What follows belongs to an exercise in optimizing a design on an open flow for small area, a short achievable clock period and few clock cycles per item; a production flow would make more cautious choices. Only simulation tests tie the RTL to the original design; equivalence was not proved.

// fp_mul_sched_top
module fp_mul_sched_top (
    input  logic         clk,
    input  logic         reset_n,
    input  logic [3:0]   req_valid,
    input  logic [127:0] req_x,
    input  logic [127:0] req_y,
    output logic [3:0]   req_ready,
    output logic         res_valid,
    input  logic         res_ready,
    output logic [1:0]   res_id,
    output logic [31:0]  res_data,
    output logic [4:0]   res_flags,
    output logic         busy
);
Settings: LEC_CHECK=0, ABC_AREA=1, CAP_MARGIN=20, CORE_MARGIN=2, CORE_UTILIZATION=40, CTS_BUF_LIST=sky130_fd_sc_hd__clkbuf_4 sky130_fd_sc_hd__clkbuf_8, SETUP_SLACK_MARGIN=4.0, SLEW_MARGIN=20, SYNTH_HIERARCHICAL=1; clock period 10.5 ns.
standard.sh (not shown) runs the stock make flow with config.mk's settings and CLKGATE_MAP_FILE= SYNTH_SCRIPT=/design/flow/synth_recipe.tcl, a recipe that flattens the netlist after the stock synthesis.
==> flow/flow/run.sh <==
#!/bin/bash
# Layout flow: the standard flow (standard.sh) with two changes after synthesis:
# the port buffers are the small sky130_fd_sc_hd__buf_1 instead of the delay cell
# buffer_ports picks by default, and timing repair may swap a cell for one with a
# different footprint (MATCH_CELL_FOOTPRINT=0), so those buffers can be resized.
# Synthesis is the standard one, unchanged. Each step's output goes to its own log here.
set -uo pipefail
bash standard.sh synth > synth.log 2>&1 || exit 1
bash standard.sh "BUFFER_PORTS_ARGS=-buffer_cell sky130_fd_sc_hd__buf_1" MATCH_CELL_FOOTPRINT=0 finish > layout.log 2>&1 || exit 1
The first run completed without violations.
Testbench counts at the start, summed over its fixed seeds: cycles 2,056, items 2,048.
Then changed:
- CAP_MARGIN: 20 -> 5
- PLACE_DENSITY: not set -> 0.75
- SLEW_MARGIN: 20 -> 5
Maximum frequency climbs by 1.4%.
Setup slack improved by 0.090 ns.
Cell area drops by 2.0%.
Hold slack got worse by 0.0054 ns.
Wire length drops by 7.4%.
Register-to-register slack improved by 0.08 ns.
Clock-buffer cell count drops by 1.
Then changed:
- CAP_MARGIN: 5 -> 20
- SETUP_SLACK_MARGIN: 4.0 -> 4.25
- SLEW_MARGIN: 5 -> 20
Outcome:
- The new run completed with no timing, DRC or antenna violations
- routed wire length rose by 12%
- synthesized cell count stays the same
Then changed:
- CTS_BUF_LIST: sky130_fd_sc_hd__clkbuf_4 sky130_fd_sc_hd__clkbuf_8 -> not set
- SETUP_SLACK_MARGIN: 4.25 -> 4.0
Global-route usage goes down by 1.6 points; cell count goes down by 2.4%; worst setup slack loses 0.18 ns; worst hold slack is about the same; routed wire length goes down by 8.8%; cell area goes down by 4.1%; area after synthesis does not change; synthesized cell count does not change.

Setup of wip/ember:
fp_mul_sched_top again, from the RTL that the note above started with.
export LEC_CHECK = 0
export ABC_AREA = 1
export CAP_MARGIN = 20
export CORE_MARGIN = 2
export CORE_UTILIZATION = 40
export SETUP_SLACK_MARGIN = 4.25
export SLEW_MARGIN = 20
export SYNTH_HIERARCHICAL = 1
create_clock -name core_clock -period 10.5 [get_ports {clk}]
Scripts as last shown in full above: flow/flow/run.sh
Every stage of the flow completed for wip/ember, and the final layout passed the timing, DRC and antenna checks.
Testbench counts of wip/ember, summed over its fixed seeds: cycles 2,056, items 2,048.
Input changes introduced in wip/sierra (baseline for comparison: wip/ember):
- SETUP_SLACK_MARGIN: 4.25 -> 4.0
- GPL_ROUTABILITY_DRIVEN: unset -> 0
Notes after the runs:
- wip/ember reports its timing endpoint of the critical path as u_sched.u_mul.mq[34] while wip/sierra reports u_sched.u_mul.mq[64].
- Compared with wip/ember, in wip/sierra clock distribution area overhead in the final layout flat, post-placement cell count essentially unchanged, headroom to the max-slew limit -0.26 points, hold slack now sits lower, clock period minus final worst setup slack climbed 270 ps.
- Min filler-free cell count of the finished design across wip/sierra and wip/ember: wip/sierra
- In the tables for wip/sierra and wip/ember, critical path depth reads higher with wip/ember.
The inputs of wip/willow differ from those of wip/sierra as listed below.
- putting PLACE_DENSITY at 0.7 where nothing was set
- clearing GPL_ROUTABILITY_DRIVEN, which used to be 0
- putting CTS_BUF_LIST at sky130_fd_sc_hd__clkbuf_4 sky130_fd_sc_hd__clkbuf_8 where nothing was set
## What came out
- wip/willow vs wip/sierra, global-route usage over all layers went down by 0.83 points.
- wip/willow against wip/sierra: critical path depth dropped 1, cell area fell by about 1.8%.
- Compared with wip/sierra, wip/willow shows a depth of the worst register-to-register path that is 3 higher.
For wip/harbor, these inputs were changed with respect to wip/willow:
- clearing CTS_BUF_LIST, which used to be sky130_fd_sc_hd__clkbuf_4 sky130_fd_sc_hd__clkbuf_8
- clearing PLACE_DENSITY, which used to be 0.7
==> comparison <==
Going from wip/willow to wip/harbor, the setup slack was found to have gone up by 18 ps.
Going from wip/willow to wip/harbor, post-CTS setup buffer count grows by 6.

-- afterwards: timing with drivers on the ports --
No port has a modelled driver above. Below, the same layouts with a new extraction and two added sets of constraints.
Step 1: set_driving_cell puts a clkbuf_16 on clk and a buf_2 on each other input, an assumption about the parent block.
Step 2 times the ports against the registers' clock, not the clock port: input delays grow and output delays shrink by t, the midpoint of the rising clock arrivals with the driver on.
Three values: ideal, step 1, step 2; two values: the first two.
run | shift t [ns] | setup WS [ns] | worst setup path after step 2 | slew at the worst register clock pin (ns)
the first run of note 1 | 0.567 | 4.010 / 4.024 / 3.457 | input to register | 0.10 / 0.10
the second run of note 1 | 0.542 | 4.100 / 4.131 / 3.589 | input to register | 0.10 / 0.10
the third run of note 1 | 0.529 | 4.241 / 4.267 / 3.738 | input to register | 0.10 / 0.10
the fourth run of note 1 | 0.509 | 4.062 / 4.082 / 3.573 | input to register | 0.07 / 0.07
wip/ember | 0.510 | 4.275 / 4.309 / 3.799 | input to register | 0.08 / 0.08
wip/sierra | 0.504 | 4.002 / 4.032 / 3.528 | input to register | 0.08 / 0.08
wip/willow | 0.548 | 4.064 / 4.094 / 3.546 | input to register | 0.10 / 0.10
wip/harbor | 0.510 | 4.082 / 4.109 / 3.600 | input to register | 0.07 / 0.07
After both steps every run listed still meets setup and hold. For the first run of note 1, which loses most, drivers alone change the setup slack by +0.014 ns; drivers and shift together by -0.553 ns.
